This design comes from an exercise in tuning for small area and a short achievable clock period on the open sky130 flow, not from production work.
Where RTL was checked, it was by simulation tests only, not by an equivalence proof against the original.
No activity file was given, so power comes from the tool's default toggle rates.

==> inputs of branch garnet <==
==> flow/design.v <==
package hansen_icache_pkg;
    localparam int LINES    = 16;
    localparam int WORDS    = 4;
    localparam int OFFSET_W = 2;
    localparam int INDEX_W  = 4;
    localparam int TAG_W    = 24;
endpackage
module hansen_icache_aoi222 (input logic a1, a2, b1, b2, c1, c2, output logic y);
    assign y = !((a1 && a2) || (b1 && b2) || (c1 && c2));
endmodule
module hansen_icache_nand2 (input logic a, b, output logic y);
    assign y = !(a && b);
endmodule
module hansen_icache_nand3 (input logic a, b, c, output logic y);
    assign y = !(a && b && c);
endmodule
module hansen_icache_nand4 (input logic a, b, c, d, output logic y);
    assign y = !(a && b && c && d);
endmodule
module hansen_icache_nor2 (input logic a, b, output logic y);
    assign y = !(a || b);
endmodule
module hansen_icache_xnor2 (input logic a, b, output logic y);
    assign y = !(a ^ b);
endmodule
module hansen_icache_and3 (input logic a, b, c, output logic y);
    assign y = a && b && c;
endmodule
module hansen_icache_dec2 (input logic [1:0] a, output logic [3:0] y);
    assign y = 4'b0001 << a;
endmodule
module hansen_icache_rdbit (
    input  logic [63:0] sel,
    input  logic [63:0] d,
    output logic        y
);
    logic [21:0] t;    
    logic [5:0]  u;    
    logic [2:0]  v;
    for (genvar k = 0; k < 21; k++) begin : g_t
        hansen_icache_aoi222 u_t (.a1(sel[3*k]), .a2(d[3*k]), .b1(sel[3*k+1]), .b2(d[3*k+1]),
                                  .c1(sel[3*k+2]), .c2(d[3*k+2]), .y(t[k]));
    end
    hansen_icache_nand2 u_t21 (.a(sel[63]), .b(d[63]), .y(t[21]));
    for (genvar m = 0; m < 5; m++) begin : g_u
        hansen_icache_nand4 u_u (.a(t[4*m]), .b(t[4*m+1]), .c(t[4*m+2]), .d(t[4*m+3]), .y(u[m]));
    end
    hansen_icache_nand2 u_u5 (.a(t[20]), .b(t[21]), .y(u[5]));
    for (genvar n = 0; n < 3; n++) begin : g_v
        hansen_icache_nor2 u_v (.a(u[2*n]), .b(u[2*n+1]), .y(v[n]));
    end
    hansen_icache_nand3 u_y (.a(v[0]), .b(v[1]), .c(v[2]), .y(y));
endmodule
module hansen_icache_tagcmp (
    input  logic [23:0] stored,
    input  logic [23:0] tag,
    input  logic        vsel,
    output logic        y
);
    logic [23:0] eq;
    logic [5:0]  n;
    logic [2:0]  m;
    for (genvar j = 0; j < 24; j++) begin : g_eq
        hansen_icache_xnor2 u_eq (.a(stored[j]), .b(tag[j]), .y(eq[j]));
    end
    for (genvar k = 0; k < 6; k++) begin : g_n
        hansen_icache_nand4 u_n (.a(eq[4*k]), .b(eq[4*k+1]), .c(eq[4*k+2]), .d(eq[4*k+3]), .y(n[k]));
    end
    for (genvar k = 0; k < 3; k++) begin : g_m
        hansen_icache_nor2 u_m (.a(n[2*k]), .b(n[2*k+1]), .y(m[k]));
    end
    hansen_icache_nand4 u_y (.a(m[0]), .b(m[1]), .c(m[2]), .d(vsel), .y(y));
endmodule
module hansen_icache_data (
    input  logic        clk,
    input  logic [3:0]  rd_index,
    input  logic [1:0]  rd_offset,
    input  logic [23:0] rd_tag,
    input  logic [15:0] rd_valid,
    output logic [31:0] rd_data,
    output logic [1:0]  rd_miss,     
    input  logic        wr_en,
    input  logic [3:0]  wr_index,
    input  logic [1:0]  wr_offset,
    input  logic [31:0] wr_data,
    input  logic        tag_we,
    input  logic [23:0] wr_tag
);
    logic [31:0] data_mem [64];
    logic [23:0] tag_mem  [16];
    logic [63:0] word_sel [4];
    logic [15:0] vsel, line_hit_n;
    logic [3:0]  q;
    logic [3:0]  dec_w [4], dec_lo [4], dec_hi [4];
    for (genvar c = 0; c < 4; c++) begin : g_dec
        hansen_icache_dec2 u_dec_w  (.a(rd_offset),     .y(dec_w[c]));
        hansen_icache_dec2 u_dec_lo (.a(rd_index[1:0]), .y(dec_lo[c]));
        hansen_icache_dec2 u_dec_hi (.a(rd_index[3:2]), .y(dec_hi[c]));
        for (genvar i = 0; i < 16; i++) begin : g_sel
            for (genvar j = 0; j < 4; j++) begin : g_w
                hansen_icache_and3 u_wsel (.a(dec_w[c][j]), .b(dec_lo[c][i%4]), .c(dec_hi[c][i/4]),
                                           .y(word_sel[c][i*4+j]));
            end
        end
    end
    for (genvar i = 0; i < 16; i++) begin : g_vsel
        hansen_icache_and3 u_vsel (.a(rd_valid[i]), .b(dec_lo[0][i%4]), .c(dec_hi[0][i/4]), .y(vsel[i]));
    end
    for (genvar b = 0; b < 32; b++) begin : g_rd
        logic [63:0] d;
        for (genvar w = 0; w < 64; w++) begin : g_d
            assign d[w] = data_mem[w][b];
        end
        hansen_icache_rdbit u_bit (.sel(word_sel[b/8]), .d(d), .y(rd_data[b]));
    end
    for (genvar i = 0; i < 16; i++) begin : g_tag
        hansen_icache_tagcmp u_cmp (.stored(tag_mem[i]), .tag(rd_tag), .vsel(vsel[i]), .y(line_hit_n[i]));
    end
    for (genvar k = 0; k < 4; k++) begin : g_q
        hansen_icache_nand4 u_q (.a(line_hit_n[4*k]), .b(line_hit_n[4*k+1]), .c(line_hit_n[4*k+2]),
                                 .d(line_hit_n[4*k+3]), .y(q[k]));
    end
    hansen_icache_nor2 u_miss0 (.a(q[0]), .b(q[1]), .y(rd_miss[0]));
    hansen_icache_nor2 u_miss1 (.a(q[2]), .b(q[3]), .y(rd_miss[1]));
    always_ff @(posedge clk) begin
        for (int i = 0; i < 16; i++) begin
            for (int j = 0; j < 4; j++)
                if (wr_en && wr_index == 4'(i) && wr_offset == 2'(j))
                    data_mem[i*4+j] <= wr_data;
            if (tag_we && wr_index == 4'(i))
                tag_mem[i] <= wr_tag;
        end
    end
endmodule
module hansen_icache #(
    parameter int LINES      = 16,
    parameter int WORDS      = 4,
    parameter int MISS_CNT_W = 16
) (
    input  logic                  clk,
    input  logic                  reset_n,
    input  logic [31:0]           cpu_addr,
    output logic [31:0]           cpu_rdata,
    output logic                  cpu_hit,
    output logic                  cpu_stall,
    input  logic                  flush,
    output logic                  mem_req,
    output logic [31:0]           mem_addr,
    input  logic                  mem_ack,
    input  logic                  mem_rvalid,
    input  logic [31:0]           mem_rdata,
    output logic [MISS_CNT_W-1:0] miss_count
);
    logic        busy;
    logic [15:0] valid;
    logic [1:0]  beat;
    logic        flush_pending;
    logic [27:0] line_addr;
    logic [3:0]  fill_index;
    logic [1:0]  line_miss;
    logic        start_miss, filling, beat_wr, last_beat;
    logic [1:0]  unused_addr_bits;
    assign unused_addr_bits = cpu_addr[1:0];
    assign mem_addr   = {line_addr, 4'b0000};
    assign fill_index = line_addr[3:0];
    assign cpu_hit    = !(busy || (line_miss[0] && line_miss[1]));
    assign cpu_stall  = !cpu_hit;
    assign start_miss = !busy && line_miss[0] && line_miss[1] && !flush;
    assign filling    = busy && !mem_req;
    assign beat_wr    = filling && mem_rvalid;
    assign last_beat  = beat_wr && (beat == 2'd3);
    hansen_icache_data u_data (
        .clk       (clk),
        .rd_index  (cpu_addr[7:4]),
        .rd_offset (cpu_addr[3:2]),
        .rd_tag    (cpu_addr[31:8]),
        .rd_valid  (valid),
        .rd_data   (cpu_rdata),
        .rd_miss   (line_miss),
        .wr_en     (beat_wr),
        .wr_index  (fill_index),
        .wr_offset (beat),
        .wr_data   (mem_rdata),
        .tag_we    (last_beat),
        .wr_tag    (line_addr[27:4])
    );
    always_ff @(posedge clk or negedge reset_n) begin
        if (!reset_n) begin
            busy          <= 1'b0;
            valid         <= '0;
            mem_req       <= 1'b0;
            line_addr     <= '0;
            beat          <= '0;
            miss_count    <= '0;
            flush_pending <= 1'b0;
        end else begin
            if (start_miss) begin
                busy      <= 1'b1;
                mem_req   <= 1'b1;
                line_addr <= cpu_addr[31:4];
                if (miss_count != '1)
                    miss_count <= miss_count + MISS_CNT_W'(1);
            end
            if (mem_req && mem_ack) begin
                mem_req <= 1'b0;
                beat    <= '0;
            end
            if (beat_wr)
                beat <= beat + 2'd1;
            if (last_beat) begin
                busy              <= 1'b0;
                valid[fill_index] <= !flush_pending;
                flush_pending     <= 1'b0;
            end
            if (flush)
                valid <= '0;
            if (flush && busy && !last_beat)
                flush_pending <= 1'b1;
        end
    end
endmodule
==> flow/flow/run.sh <==
#!/bin/bash
# Layout flow: the standard ORFS flow (standard.sh: its synthesis, floorplan, power grid and
# tap cells unchanged) with two settings it does not expose:
#  - clock tree synthesis clusters up to 30 flip-flops per clkbuf_16 leaf and adds no dummy
#    balancing loads;
#  - every input and output port gets a buf_2 port buffer (the resizer still upsizes the ones
#    on critical paths) instead of the default delay-cell-sized buffer.
# make's full output goes to flow_make.log here; each ORFS step also keeps its own log under
# orfs/logs/.
set -euo pipefail
CTS="-sink_clustering_enable -repair_clock_nets -sink_clustering_size 30"
CTS="$CTS -sink_clustering_max_diameter 60 -buf_list sky130_fd_sc_hd__clkbuf_16 -dont_use_dummy_load"
bash standard.sh "CTS_ARGS=$CTS" "BUFFER_PORTS_ARGS=-buffer_cell sky130_fd_sc_hd__buf_2" finish \
    > flow_make.log 2>&1
==> flow/standard.sh <==
#!/bin/bash
# synth_recipe.tcl (not shown) runs the flow's synth.tcl, then flattens the netlist and writes it again
# the make line also repeats each setting of config.mk as NAME=value (left out here)
make -C /OpenROAD-flow-scripts/flow DESIGN_CONFIG=/design/flow/config.mk WORK_HOME=/design/flow/orfs CLKGATE_MAP_FILE= SYNTH_SCRIPT=/design/flow/synth_recipe.tcl "${@:-finish}"
==> flow/config.mk <==
export PLATFORM = sky130hd
export DESIGN_NAME = hansen_icache
export DESIGN_NICKNAME = hansen_icache
export VERILOG_FILES = /design/flow/design.v
export SDC_FILE = /design/flow/constraint.sdc
export NUM_CORES = 4
export LEC_CHECK = 0
export CAP_MARGIN = 30
export CORE_MARGIN = 2
export CORE_UTILIZATION = 60
export PLACE_DENSITY = 0.75
export SETUP_SLACK_MARGIN = 3.0
export SLEW_MARGIN = 30
export SYNTH_HIERARCHICAL = 1
export SYNTH_MINIMUM_KEEP_SIZE = 0
==> flow/constraint.sdc <==
create_clock -name core_clock -period 5.5 [get_ports {clk}]
set_input_delay 1.1000 -clock core_clock [delete_from_list [all_inputs] [get_ports {clk}]]
set_output_delay 1.1000 -clock core_clock [all_outputs]
set_load 0.01 [all_outputs]
==> branch delta: changes against branch garnet <==
--- a/flow/design.v
+++ b/flow/design.v
@@ -6,13 +6,4 @@
     localparam int TAG_W    = 24;
 endpackage
-module hansen_icache_aoi222 (input logic a1, a2, b1, b2, c1, c2, output logic y);
-    assign y = !((a1 && a2) || (b1 && b2) || (c1 && c2));
-endmodule
-module hansen_icache_nand2 (input logic a, b, output logic y);
-    assign y = !(a && b);
-endmodule
-module hansen_icache_nand3 (input logic a, b, c, output logic y);
-    assign y = !(a && b && c);
-endmodule
 module hansen_icache_nand4 (input logic a, b, c, d, output logic y);
     assign y = !(a && b && c && d);
@@ -24,4 +15,10 @@
     assign y = !(a ^ b);
 endmodule
+module hansen_icache_a21oi (input logic a1, a2, b, output logic y);
+    assign y = !((a1 && a2) || b);
+endmodule
+module hansen_icache_a21o (input logic a1, a2, b, output logic y);
+    assign y = (a1 && a2) || b;
+endmodule
 module hansen_icache_and3 (input logic a, b, c, output logic y);
     assign y = a && b && c;
@@ -29,4 +26,11 @@
 module hansen_icache_dec2 (input logic [1:0] a, output logic [3:0] y);
     assign y = 4'b0001 << a;
+endmodule
+module hansen_icache_rd8 (
+    input  logic [7:0] sel,
+    input  logic [7:0] d,
+    output logic       y
+);
+    assign y = |(sel & d);
 endmodule
 module hansen_icache_rdbit (
@@ -35,20 +39,13 @@
     output logic        y
 );
-    logic [21:0] t;    
-    logic [5:0]  u;    
-    logic [2:0]  v;
-    for (genvar k = 0; k < 21; k++) begin : g_t
-        hansen_icache_aoi222 u_t (.a1(sel[3*k]), .a2(d[3*k]), .b1(sel[3*k+1]), .b2(d[3*k+1]),
-                                  .c1(sel[3*k+2]), .c2(d[3*k+2]), .y(t[k]));
-    end
-    hansen_icache_nand2 u_t21 (.a(sel[63]), .b(d[63]), .y(t[21]));
-    for (genvar m = 0; m < 5; m++) begin : g_u
-        hansen_icache_nand4 u_u (.a(t[4*m]), .b(t[4*m+1]), .c(t[4*m+2]), .d(t[4*m+3]), .y(u[m]));
-    end
-    hansen_icache_nand2 u_u5 (.a(t[20]), .b(t[21]), .y(u[5]));
-    for (genvar n = 0; n < 3; n++) begin : g_v
+    logic [7:0] u;    
+    logic [3:0] v;
+    for (genvar k = 0; k < 8; k++) begin : g_u
+        hansen_icache_rd8 u_u (.sel(sel[8*k+7:8*k]), .d(d[8*k+7:8*k]), .y(u[k]));
+    end
+    for (genvar n = 0; n < 4; n++) begin : g_v
         hansen_icache_nor2 u_v (.a(u[2*n]), .b(u[2*n+1]), .y(v[n]));
     end
-    hansen_icache_nand3 u_y (.a(v[0]), .b(v[1]), .c(v[2]), .y(y));
+    hansen_icache_nand4 u_y (.a(v[0]), .b(v[1]), .c(v[2]), .d(v[3]), .y(y));
 endmodule
 module hansen_icache_tagcmp (
@@ -104,6 +101,9 @@
         end
     end
+    logic [3:0] vdec_lo, vdec_hi;
+    hansen_icache_dec2 u_vdec_lo (.a(rd_index[1:0]), .y(vdec_lo));
+    hansen_icache_dec2 u_vdec_hi (.a(rd_index[3:2]), .y(vdec_hi));
     for (genvar i = 0; i < 16; i++) begin : g_vsel
-        hansen_icache_and3 u_vsel (.a(rd_valid[i]), .b(dec_lo[0][i%4]), .c(dec_hi[0][i/4]), .y(vsel[i]));
+        hansen_icache_and3 u_vsel (.a(rd_valid[i]), .b(vdec_lo[i%4]), .c(vdec_hi[i/4]), .y(vsel[i]));
     end
     for (genvar b = 0; b < 32; b++) begin : g_rd
@@ -164,6 +164,6 @@
     assign mem_addr   = {line_addr, 4'b0000};
     assign fill_index = line_addr[3:0];
-    assign cpu_hit    = !(busy || (line_miss[0] && line_miss[1]));
-    assign cpu_stall  = !cpu_hit;
+    hansen_icache_a21oi u_hit   (.a1(line_miss[0]), .a2(line_miss[1]), .b(busy), .y(cpu_hit));
+    hansen_icache_a21o  u_stall (.a1(line_miss[0]), .a2(line_miss[1]), .b(busy), .y(cpu_stall));
     assign start_miss = !busy && line_miss[0] && line_miss[1] && !flush;
     assign filling    = busy && !mem_req;
Settings changed: SETUP_SLACK_MARGIN 3.0 to 2.0.
==> branch yarrow: changes against branch garnet <==
--- a/flow/design.v
+++ b/flow/design.v
@@ -23,10 +23,4 @@
 module hansen_icache_xnor2 (input logic a, b, output logic y);
     assign y = !(a ^ b);
-endmodule
-module hansen_icache_and3 (input logic a, b, c, output logic y);
-    assign y = a && b && c;
-endmodule
-module hansen_icache_dec2 (input logic [1:0] a, output logic [3:0] y);
-    assign y = 4'b0001 << a;
 endmodule
 module hansen_icache_rdbit (
@@ -89,21 +83,13 @@
     logic [31:0] data_mem [64];
     logic [23:0] tag_mem  [16];
-    logic [63:0] word_sel [4];
+    logic [63:0] word_sel;
     logic [15:0] vsel, line_hit_n;
     logic [3:0]  q;
-    logic [3:0]  dec_w [4], dec_lo [4], dec_hi [4];
-    for (genvar c = 0; c < 4; c++) begin : g_dec
-        hansen_icache_dec2 u_dec_w  (.a(rd_offset),     .y(dec_w[c]));
-        hansen_icache_dec2 u_dec_lo (.a(rd_index[1:0]), .y(dec_lo[c]));
-        hansen_icache_dec2 u_dec_hi (.a(rd_index[3:2]), .y(dec_hi[c]));
-        for (genvar i = 0; i < 16; i++) begin : g_sel
-            for (genvar j = 0; j < 4; j++) begin : g_w
-                hansen_icache_and3 u_wsel (.a(dec_w[c][j]), .b(dec_lo[c][i%4]), .c(dec_hi[c][i/4]),
-                                           .y(word_sel[c][i*4+j]));
-            end
-        end
-    end
-    for (genvar i = 0; i < 16; i++) begin : g_vsel
-        hansen_icache_and3 u_vsel (.a(rd_valid[i]), .b(dec_lo[0][i%4]), .c(dec_hi[0][i/4]), .y(vsel[i]));
+    always_comb begin
+        for (int i = 0; i < 16; i++) begin
+            vsel[i] = rd_valid[i] && (rd_index == 4'(i));
+            for (int j = 0; j < 4; j++)
+                word_sel[i*4+j] = (rd_index == 4'(i)) && (rd_offset == 2'(j));
+        end
     end
     for (genvar b = 0; b < 32; b++) begin : g_rd
@@ -112,5 +98,5 @@
             assign d[w] = data_mem[w][b];
         end
-        hansen_icache_rdbit u_bit (.sel(word_sel[b/8]), .d(d), .y(rd_data[b]));
+        hansen_icache_rdbit u_bit (.sel(word_sel), .d(d), .y(rd_data[b]));
     end
     for (genvar i = 0; i < 16; i++) begin : g_tag
==> flow/run.sh (new file) <==
#!/bin/bash
# synth_recipe.tcl (not shown) runs the flow's synth.tcl, then flattens the netlist and writes it again
# the make line also repeats each setting of config.mk as NAME=value (left out here)
make -C /OpenROAD-flow-scripts/flow DESIGN_CONFIG=/design/flow/config.mk WORK_HOME=/design/flow/orfs CLKGATE_MAP_FILE= SYNTH_SCRIPT=/design/flow/synth_recipe.tcl finish
Settings changed: CAP_MARGIN 30 to 20, CORE_UTILIZATION 60 to 40, PLACE_DENSITY 0.75 to unset, SETUP_SLACK_MARGIN 3.0 to 2.0, SLEW_MARGIN 30 to 20.
removed: flow/flow/run.sh
removed: flow/standard.sh
==> notes <==
- Against branch garnet, the critical path depth of branch yarrow is higher by 5.
- Between branch garnet and branch delta, the lower clock skew is in branch delta (gap 0.015 ns).
- Flip-flop and latch count is the same in branch yarrow and branch garnet.
- Combinational power: branch garnet > branch yarrow > branch delta.
- Non-clock buffer count: branch delta < branch garnet < branch yarrow.
- Against branch garnet, the utilization of branch yarrow is lower by 20 points.
- Fmax: branch yarrow is smaller than branch delta (about 9%).
- The highest first-iteration DRC count belongs to branch garnet, the lowest to branch delta.
- Clock-buffer cell count: branch yarrow > branch garnet > branch delta.
- Branch delta completed without violations. Branch yarrow finished with timing, DRC and antenna clean. Branch garnet finished with timing, DRC and antenna clean.
- Between branch delta and branch yarrow, the lower register-to-register slack is in branch delta (gap 0.14 ns).
- Global-route usage: branch garnet > branch delta > branch yarrow.
No functional check of the RTL was part of branch delta and branch yarrow.

-- what the ideal ports hide --
The flow's constraints put no driver on any port. The routed layouts listed below were extracted and timed again, unchanged, in two steps.
Step 1 assumes that a clkbuf_16 drives the clock port and a buf_2 every other input.
Step 2 moves the port delays by t, midway between the first and last clock arrival at a register: inputs arrive t later, outputs are due t later. That takes back most of the time a late clock gives input paths.
Three values: no drivers, after step 1, after step 2; two values: the first two.
run	t (ns)	setup slack, ns	worst hold slack (ns)	latest minus earliest clock arrival (ns)	pins driven straight from the clock port
branch garnet	0.853	1.180 / 0.792 / 0.792	0.317 / 0.274 / 0.540	0.120 / 0.120	1
branch delta	0.872	1.197 / 1.023 / 1.023	0.396 / 0.326 / 0.531	0.083 / 0.084	1
branch yarrow	0.956	0.762 / 0.691 / 0.691	0.322 / 0.265 / 0.509	0.074 / 0.074	1
After both steps every run listed still meets setup and hold. For branch garnet, which loses most, drivers alone change the setup slack by -0.388 ns; drivers and shift together by -0.388 ns.
